Source: an optimization exercise on an open RTL-to-GDS flow (aim: small area, a short achievable clock period and few clock cycles per item). Production flows keep margins and buffers that such runs may drop. The RTL was checked by simulation tests, not by an equivalence proof against the original design. Power is estimated from default activity; no workload was simulated.

==> 01-03 <==
==> flow/design.v <==
package lpht_pkg;
  localparam int TABLE_SLOTS = 64;
  localparam int SLOT_BITS   = 6;
  localparam int KEY_BITS    = 32;
  localparam int VALUE_BITS  = 32;
  localparam logic [1:0] CMD_INSERT     = 2'd0;
  localparam logic [1:0] CMD_FIND       = 2'd1;
  localparam logic [1:0] CMD_ERASE      = 2'd2;
  localparam logic [1:0] CMD_LOOKUP_ADD = 2'd3;
  localparam logic [1:0] RES_OK       = 2'd0;
  localparam logic [1:0] RES_NOTFOUND = 2'd1;
  localparam logic [1:0] RES_DUP      = 2'd2;
  localparam logic [1:0] RES_FULL     = 2'd3;
endpackage
module linear_probe_hash_table (
  input  logic        clk,
  input  logic        rst_n,
  input  logic        in_tvalid,
  output logic        in_tready,
  input  logic [63:0] in_tdata,    
  input  logic [1:0]  in_tuser,    
  output logic        out_tvalid,
  input  logic        out_tready,
  output logic [39:0] out_tdata,   
  output logic [1:0]  out_tuser    
);
  localparam int N  = 64;
  localparam int QD = 5;    
  localparam int G  = 8;    
  function automatic logic [N-1:0] pre_or(input logic [N-1:0] x);
    logic [N-1:0] p;
    p = x;
    for (int d = 1; d < N; d = d * 2) begin
      p = p | (p << d);
    end
    pre_or = p;
  endfunction
  function automatic logic [N-1:0] ffs_circ(input logic [N-1:0] v, input logic [N-1:0] m);
    logic [N-1:0] w, pw, pv;
    w  = v & m;
    pw = pre_or(w);
    pv = pre_or(v);
    ffs_circ = (w & ~(pw << 1)) | (v & ~(pv << 1) & {N{!pw[N-1]}});
  endfunction
  function automatic logic [1:0] first_is_a(input logic [N-1:0] a, input logic [N-1:0] x);
    logic [N-1:0] any, isa;
    any = a | x;
    isa = a;
    for (int w = 1; w < N; w = w * 2) begin
      for (int i = 0; i < N; i += 2 * w) begin
        isa[i] = any[i] ? isa[i] : isa[i + w];
        any[i] = any[i] | any[i + w];
      end
    end
    first_is_a = {any[0], isa[0]};
  endfunction
  function automatic logic first_is_a_circ(input logic [N-1:0] a, input logic [N-1:0] x,
                                           input logic [N-1:0] m);
    logic [1:0] fw, fv;
    fw = first_is_a(a & m, x & m);
    fv = first_is_a(a, x);
    first_is_a_circ = fw[1] ? fw[0] : fv[0];
  endfunction
  logic [31:0]  key_m [N];
  logic [31:0]  val_m [N];
  logic [N-1:0] live_r;
  logic [N-1:0] tomb_r;
  logic         v1_r;
  logic [1:0]   cmd1_r;
  logic [31:0]  key1_r, val1_r;
  logic         v2_r;
  logic [1:0]   cmd2_r;
  logic [31:0]  key2_r, val2_r;
  logic [N-1:0] match_r;      
  logic [N-1:0] mask_r;       
  logic         eqp_r;        
  logic [N-1:0] s3_r, p3_r;   
  logic [N/G-1:0] wf3_r;      
  logic [N/G-1:0] tf3_r;      
  logic         v3_r;
  logic [31:0]  key3_r, val3_r;
  logic [1:0]   st3_r;
  logic         ins3_r, hit3_r;
  logic [39:0]  e_r [QD];
  logic [2:0]   cnt_r;
  logic         ov_r;         
  logic         rdy_r;
  logic [N-1:0] wr3, ts3;
  always_comb begin
    for (int i = 0; i < N; i++) begin
      wr3[i] = s3_r[i] & wf3_r[i / G];
      ts3[i] = p3_r[i] & tf3_r[i / G];
    end
  end
  logic         take;
  assign in_tready = rdy_r;
  assign take      = in_tvalid && rdy_r;
  always_ff @(posedge clk) begin
    cmd1_r <= in_tuser;
    key1_r <= in_tdata[31:0];
    val1_r <= in_tdata[63:32];
  end
  logic [N-1:0] match1, mask1;
  logic         eqw1;
  assign eqw1 = (key1_r == key3_r);
  always_comb begin
    for (int i = 0; i < N; i++) begin
      match1[i] = wr3[i] ? eqw1 : (key_m[i] == key1_r);
      mask1[i]  = (6'(i) >= key1_r[5:0]);
    end
  end
  always_ff @(posedge clk) begin
    match_r <= match1;
    mask_r  <= mask1;
    eqp_r   <= (key1_r == key2_r);
    cmd2_r  <= cmd1_r;
    key2_r  <= key1_r;
    val2_r  <= val1_r;
  end
  logic [N-1:0] live_v, tomb_v, a_vec, n_vec, e_vec, s_oh, p_oh;
  logic         any_s, s_hit, hit;
  logic         c_ins, c_find, c_era, c_lad;
  logic [1:0]   status;
  assign live_v = (live_r | wr3) & ~ts3;
  assign tomb_v = (tomb_r & ~wr3) | ts3;
  assign a_vec  = (wr3 & {N{eqp_r}}) | (~wr3 & live_v & match_r);
  assign n_vec  = ~live_v;
  assign e_vec  = ~live_v & ~tomb_v;
  assign s_oh   = ffs_circ(a_vec | n_vec, mask_r);
  assign p_oh   = ffs_circ(a_vec | e_vec, mask_r);
  assign any_s  = |(a_vec | n_vec);
  assign s_hit  = first_is_a_circ(a_vec, n_vec, mask_r);
  assign hit    = first_is_a_circ(a_vec, e_vec, mask_r);
  assign c_ins  = (cmd2_r == lpht_pkg::CMD_INSERT);
  assign c_find = (cmd2_r == lpht_pkg::CMD_FIND);
  assign c_era  = (cmd2_r == lpht_pkg::CMD_ERASE);
  assign c_lad  = (cmd2_r == lpht_pkg::CMD_LOOKUP_ADD);
  always_comb begin
    if (c_ins) begin
      status = !any_s ? lpht_pkg::RES_FULL : (s_hit ? lpht_pkg::RES_DUP : lpht_pkg::RES_OK);
    end else if (hit) begin
      status = lpht_pkg::RES_OK;
    end else if (c_lad) begin
      status = any_s ? lpht_pkg::RES_OK : lpht_pkg::RES_FULL;
    end else begin
      status = lpht_pkg::RES_NOTFOUND;
    end
  end
  always_ff @(posedge clk) begin
    if (!rst_n) begin
      live_r <= '0;
      tomb_r <= '0;
      wf3_r  <= '0;
      tf3_r  <= '0;
    end else begin
      live_r <= live_v;
      tomb_r <= tomb_v;
      for (int k = 0; k < N / G; k++) begin
        wf3_r[k] <= v2_r && !c_era && !s_hit && (!c_find || hit) && (|s_oh[k * G +: G]);
        tf3_r[k] <= v2_r && !c_ins && hit && (c_era || !s_hit) && (|p_oh[k * G +: G]);
      end
    end
    s3_r   <= s_oh;
    p3_r   <= p_oh;
    key3_r <= key2_r;
    val3_r <= val2_r;
    st3_r  <= status;
    ins3_r <= c_ins;
    hit3_r <= hit;
  end
  logic [31:0] rval, wval;
  logic [5:0]  sidx3;
  logic        ok3;
  always_comb begin
    rval = '0;
    for (int i = 0; i < N; i++) rval = rval | (val_m[i] & {32{p3_r[i]}});
    sidx3 = '0;
    for (int i = 0; i < N; i++) sidx3 = sidx3 | (6'(i) & {6{s3_r[i]}});
  end
  assign wval = ins3_r ? val3_r : (hit3_r ? rval : 32'd0);
  assign ok3  = (st3_r == lpht_pkg::RES_OK);
  always_ff @(posedge clk) begin
    for (int i = 0; i < N; i++) begin
      if (wr3[i]) begin
        key_m[i] <= key3_r;
        val_m[i] <= wval;
      end
    end
  end
  logic           pop;
  logic [2:0]     cnt_nxt;
  logic [39:0]    res;
  logic [QD-1:0]  ld_np, ld_p;    
  logic [QD-1:0]  ld;
  assign res = {st3_r, ok3 ? sidx3 : 6'd0, ok3 ? wval : 32'd0};
  assign pop = ov_r && out_tready;
  always_comb begin
    for (int k = 0; k < QD; k++) begin
      ld_np[k] = v3_r && (cnt_r == 3'(k));
      ld_p[k]  = v3_r && (cnt_r == 3'(k + 1));
    end
  end
  assign ld      = pop ? ld_p : ld_np;
  assign cnt_nxt = pop ? (cnt_r + {2'b0, v3_r} - 3'd1) : (cnt_r + {2'b0, v3_r});
  always_ff @(posedge clk) begin
    if (!rst_n) begin
      v1_r  <= 1'b0;
      v2_r  <= 1'b0;
      v3_r  <= 1'b0;
      cnt_r <= 3'd0;
      ov_r  <= 1'b0;
      rdy_r <= 1'b1;
    end else begin
      v1_r  <= take;
      v2_r  <= v1_r;
      v3_r  <= v2_r;
      cnt_r <= cnt_nxt;
      ov_r  <= (cnt_nxt != 3'd0);
      rdy_r <= ({1'b0, cnt_nxt} + {3'b0, v1_r} + {3'b0, v2_r} + {3'b0, take}) < 4'(QD);
    end
    for (int k = 0; k < QD; k++) begin
      if (ld[k])                 e_r[k] <= res;
      else if (pop && k < QD - 1) e_r[k] <= e_r[(k + 1) % QD];
    end
  end
  assign out_tvalid = ov_r;
  assign out_tdata  = {2'b00, e_r[0][37:0]};
  assign out_tuser  = e_r[0][39:38];
endmodule
==> flow/flow/run.sh <==
#!/bin/bash
set -euo pipefail
sed 's/SETUP_SLACK_MARGIN=[0-9.]*/SETUP_SLACK_MARGIN=6.5/' standard.sh > standard_tight.sh
grep -q 'SETUP_SLACK_MARGIN=6.5' standard_tight.sh
bash standard_tight.sh > standard.log 2>&1
==> flow/standard.sh <==
#!/bin/bash
# synth_recipe.tcl (not shown) runs the flow's synth.tcl, then flattens the netlist and writes it again
# the make line also repeats each setting of config.mk as NAME=value (left out here)
make -C /OpenROAD-flow-scripts/flow DESIGN_CONFIG=/design/flow/config.mk WORK_HOME=/design/flow/orfs CLKGATE_MAP_FILE= SYNTH_SCRIPT=/design/flow/synth_recipe.tcl "${@:-finish}"
==> flow/config.mk <==
export PLATFORM = sky130hd
export DESIGN_NAME = linear_probe_hash_table
export DESIGN_NICKNAME = linear_probe_hash_table
export VERILOG_FILES = /design/flow/design.v
export SDC_FILE = /design/flow/constraint.sdc
export NUM_CORES = 4
export LEC_CHECK = 0
export ABC_AREA = 1
export CAP_MARGIN = 20
export CORE_MARGIN = 2
export CORE_UTILIZATION = 60
export PLACE_DENSITY = 0.72
export SETUP_SLACK_MARGIN = 5
export SLEW_MARGIN = 20
==> flow/constraint.sdc <==
create_clock -name core_clock -period 10.0 [get_ports {clk}]
set_input_delay 2.0000 -clock core_clock [delete_from_list [all_inputs] [get_ports {clk}]]
set_output_delay 2.0000 -clock core_clock [all_outputs]
set_load 0.01 [all_outputs]
==> 08-25: changes against 01-03 <==
==> flow/design.v, changed modules only <==
module linear_probe_hash_table (
  input  logic        clk,
  input  logic        rst_n,
  input  logic        in_tvalid,
  output logic        in_tready,
  input  logic [63:0] in_tdata,    
  input  logic [1:0]  in_tuser,    
  output logic        out_tvalid,
  input  logic        out_tready,
  output logic [39:0] out_tdata,   
  output logic [1:0]  out_tuser    
);
  localparam int N  = 64;
  localparam int QD = 4;    
  function automatic logic [N-1:0] pre_or(input logic [N-1:0] x);
    logic [N-1:0] p;
    p = x;
    for (int d = 1; d < N; d = d * 2) begin
      p = p | (p << d);
    end
    pre_or = p;
  endfunction
  function automatic logic [N-1:0] ffs_circ(input logic [N-1:0] v, input logic [N-1:0] m);
    logic [N-1:0] w, pw, pv;
    w  = v & m;
    pw = pre_or(w);
    pv = pre_or(v);
    ffs_circ = (w & ~(pw << 1)) | (v & ~(pv << 1) & {N{!pw[N-1]}});
  endfunction
  function automatic logic [1:0] first_is_a(input logic [N-1:0] a, input logic [N-1:0] x);
    logic [N-1:0] any, isa;
    any = a | x;
    isa = a;
    for (int w = 1; w < N; w = w * 2) begin
      for (int i = 0; i < N; i += 2 * w) begin
        isa[i] = any[i] ? isa[i] : isa[i + w];
        any[i] = any[i] | any[i + w];
      end
    end
    first_is_a = {any[0], isa[0]};
  endfunction
  function automatic logic first_is_a_circ(input logic [N-1:0] a, input logic [N-1:0] x,
                                           input logic [N-1:0] m);
    logic [1:0] fw, fv;
    fw = first_is_a(a & m, x & m);
    fv = first_is_a(a, x);
    first_is_a_circ = fw[1] ? fw[0] : fv[0];
  endfunction
  logic [31:0]  key_m [N];
  logic [31:0]  val_m [N];
  logic [N-1:0] live_r;
  logic [N-1:0] tomb_r;
  logic         v2_r;
  logic [1:0]   cmd2_r;
  logic [31:0]  key2_r, val2_r;
  logic [N-1:0] match_r;      
  logic [N-1:0] mask_r;       
  logic         eqp_r;        
  logic [N-1:0] s3_r, p3_r;   
  logic         wf3_r;        
  logic         tf3_r;        
  logic         v3_r;
  logic [31:0]  key3_r, val3_r;
  logic [1:0]   st3_r;
  logic         ins3_r, hit3_r;
  logic [39:0]  e_r [QD];
  logic [2:0]   cnt_r;
  logic         ov_r;         
  logic         rdy_r;
  logic [N-1:0] wr3, ts3;
  assign wr3 = s3_r & {N{wf3_r}};
  assign ts3 = p3_r & {N{tf3_r}};
  logic         take;
  logic [31:0]  in_key;
  logic [N-1:0] match1, mask1;
  logic         eqw1;
  assign in_tready = rdy_r;
  assign take      = in_tvalid && rdy_r;
  assign in_key    = in_tdata[31:0];
  assign eqw1      = (in_key == key3_r);
  always_comb begin
    for (int i = 0; i < N; i++) begin
      match1[i] = wr3[i] ? eqw1 : (key_m[i] == in_key);
      mask1[i]  = (6'(i) >= in_key[5:0]);
    end
  end
  always_ff @(posedge clk) begin
    match_r <= match1;
    mask_r  <= mask1;
    eqp_r   <= (in_key == key2_r);
    cmd2_r  <= in_tuser;
    key2_r  <= in_key;
    val2_r  <= in_tdata[63:32];
  end
  logic [N-1:0] live_v, tomb_v, a_vec, n_vec, e_vec, s_oh, p_oh;
  logic         any_s, s_hit, hit;
  logic         c_ins, c_find, c_era, c_lad;
  logic [1:0]   status;
  assign live_v = (live_r | wr3) & ~ts3;
  assign tomb_v = (tomb_r & ~wr3) | ts3;
  assign a_vec  = (wr3 & {N{eqp_r}}) | (~wr3 & live_v & match_r);
  assign n_vec  = ~live_v;
  assign e_vec  = ~live_v & ~tomb_v;
  assign s_oh   = ffs_circ(a_vec | n_vec, mask_r);
  assign p_oh   = ffs_circ(a_vec | e_vec, mask_r);
  assign any_s  = |(a_vec | n_vec);
  assign s_hit  = first_is_a_circ(a_vec, n_vec, mask_r);
  assign hit    = first_is_a_circ(a_vec, e_vec, mask_r);
  assign c_ins  = (cmd2_r == lpht_pkg::CMD_INSERT);
  assign c_find = (cmd2_r == lpht_pkg::CMD_FIND);
  assign c_era  = (cmd2_r == lpht_pkg::CMD_ERASE);
  assign c_lad  = (cmd2_r == lpht_pkg::CMD_LOOKUP_ADD);
  always_comb begin
    if (c_ins) begin
      status = !any_s ? lpht_pkg::RES_FULL : (s_hit ? lpht_pkg::RES_DUP : lpht_pkg::RES_OK);
    end else if (hit) begin
      status = lpht_pkg::RES_OK;
    end else if (c_lad) begin
      status = any_s ? lpht_pkg::RES_OK : lpht_pkg::RES_FULL;
    end else begin
      status = lpht_pkg::RES_NOTFOUND;
    end
  end
  always_ff @(posedge clk) begin
    if (!rst_n) begin
      live_r <= '0;
      tomb_r <= '0;
      wf3_r  <= 1'b0;
      tf3_r  <= 1'b0;
    end else begin
      live_r <= live_v;
      tomb_r <= tomb_v;
      wf3_r  <= v2_r && !c_era && !s_hit && (!c_find || hit);
      tf3_r  <= v2_r && !c_ins && hit && (c_era || !s_hit);
    end
    s3_r   <= s_oh;
    p3_r   <= p_oh;
    key3_r <= key2_r;
    val3_r <= val2_r;
    st3_r  <= status;
    ins3_r <= c_ins;
    hit3_r <= hit;
  end
  logic [31:0] rval, wval;
  logic [5:0]  sidx3;
  logic        ok3;
  always_comb begin
    rval = '0;
    for (int i = 0; i < N; i++) rval = rval | (val_m[i] & {32{p3_r[i]}});
    sidx3 = '0;
    for (int i = 0; i < N; i++) sidx3 = sidx3 | (6'(i) & {6{s3_r[i]}});
  end
  assign wval = ins3_r ? val3_r : (hit3_r ? rval : 32'd0);
  assign ok3  = (st3_r == lpht_pkg::RES_OK);
  always_ff @(posedge clk) begin
    for (int i = 0; i < N; i++) begin
      if (wr3[i]) begin
        key_m[i] <= key3_r;
        val_m[i] <= wval;
      end
    end
  end
  logic        pop;
  logic [2:0]  cnt_nxt, pos;
  logic [39:0] res;
  assign res     = {st3_r, ok3 ? sidx3 : 6'd0, ok3 ? wval : 32'd0};
  assign pop     = ov_r && out_tready;
  assign pos     = cnt_r - {2'b0, pop};
  assign cnt_nxt = pos + {2'b0, v3_r};
  always_ff @(posedge clk) begin
    if (!rst_n) begin
      v2_r  <= 1'b0;
      v3_r  <= 1'b0;
      cnt_r <= 3'd0;
      ov_r  <= 1'b0;
      rdy_r <= 1'b1;
    end else begin
      v2_r  <= take;
      v3_r  <= v2_r;
      cnt_r <= cnt_nxt;
      ov_r  <= (cnt_nxt != 3'd0);
      rdy_r <= (cnt_nxt + {2'b0, v2_r} + {2'b0, take}) < 3'(QD);
    end
    for (int k = 0; k < QD; k++) begin
      if (v3_r && pos == 3'(k)) e_r[k] <= res;
      else if (pop && k < QD - 1) e_r[k] <= e_r[(k + 1) % QD];
    end
  end
  assign out_tvalid = ov_r;
  assign out_tdata  = {2'b00, e_r[0][37:0]};
  assign out_tuser  = e_r[0][39:38];
endmodule
- ABC_AREA: 1 -> not set
==> run notes <==
metric                                                                    08-25        01-03
Result of the run                                      finished with violations  timing/DRC/antenna clean
Layout check failures                                        antenna violations            -
Seq. cell area                                                       0.139 mm^2   0.142 mm^2
Master of the slowest instance on the critical path                       or4_4       nor4_4
Multi-input gate area                                               0.0536 mm^2  0.0556 mm^2
Combinational-cell power consumption                                  0.00277 W    0.00272 W
Cell depth of the worst setup path                                           14           13
Clock sink count                                                          4,783        4,904
Average footprint of a synthesized cell                               15.6 um^2    12.2 um^2
Proportion of cell area occupied by multi-input gates                     23.8%        24.2%
Cell Int Power                                                         0.0330 W     0.0331 W
Power attributed to sequential cells                                   0.0224 W     0.0229 W
N_diodes                                                                     92           55
Clock-net power                                                        0.0179 W     0.0178 W
Worst-path fanout max                                                         7            8
Testbench counts of 01-03, summed over its fixed seeds: cycles 12,032, items 12,000.
Testbench counts of 08-25, summed over its fixed seeds: cycles 12,024, items 12,000.

==> what the ideal ports hide <==
The results above use ideal ports. As a check the final layouts listed here were re-extracted and re-timed, cells and wires unchanged.
Step 1 assumes that a clkbuf_16 drives the clock port and a buf_2 every other input.
Step 2 also shifts input and output timing later by t, the mid clock arrival at the registers, as if the neighbouring blocks saw the same clock.
a / b / c = ideal ports / drivers / drivers and shift; a / b = the first two.
run	shift t [ns]	setup WS [ns]	hold slack, ns
01-03	1.176	5.867 / 5.867 / 5.515	0.302 / 0.302 / 0.302
08-25	1.134	6.038 / 6.038 / 5.395	0.327 / 0.327 / 0.327
For 08-25, which loses most, drivers alone change the setup slack by 0.000 ns; drivers and shift together by -0.643 ns.
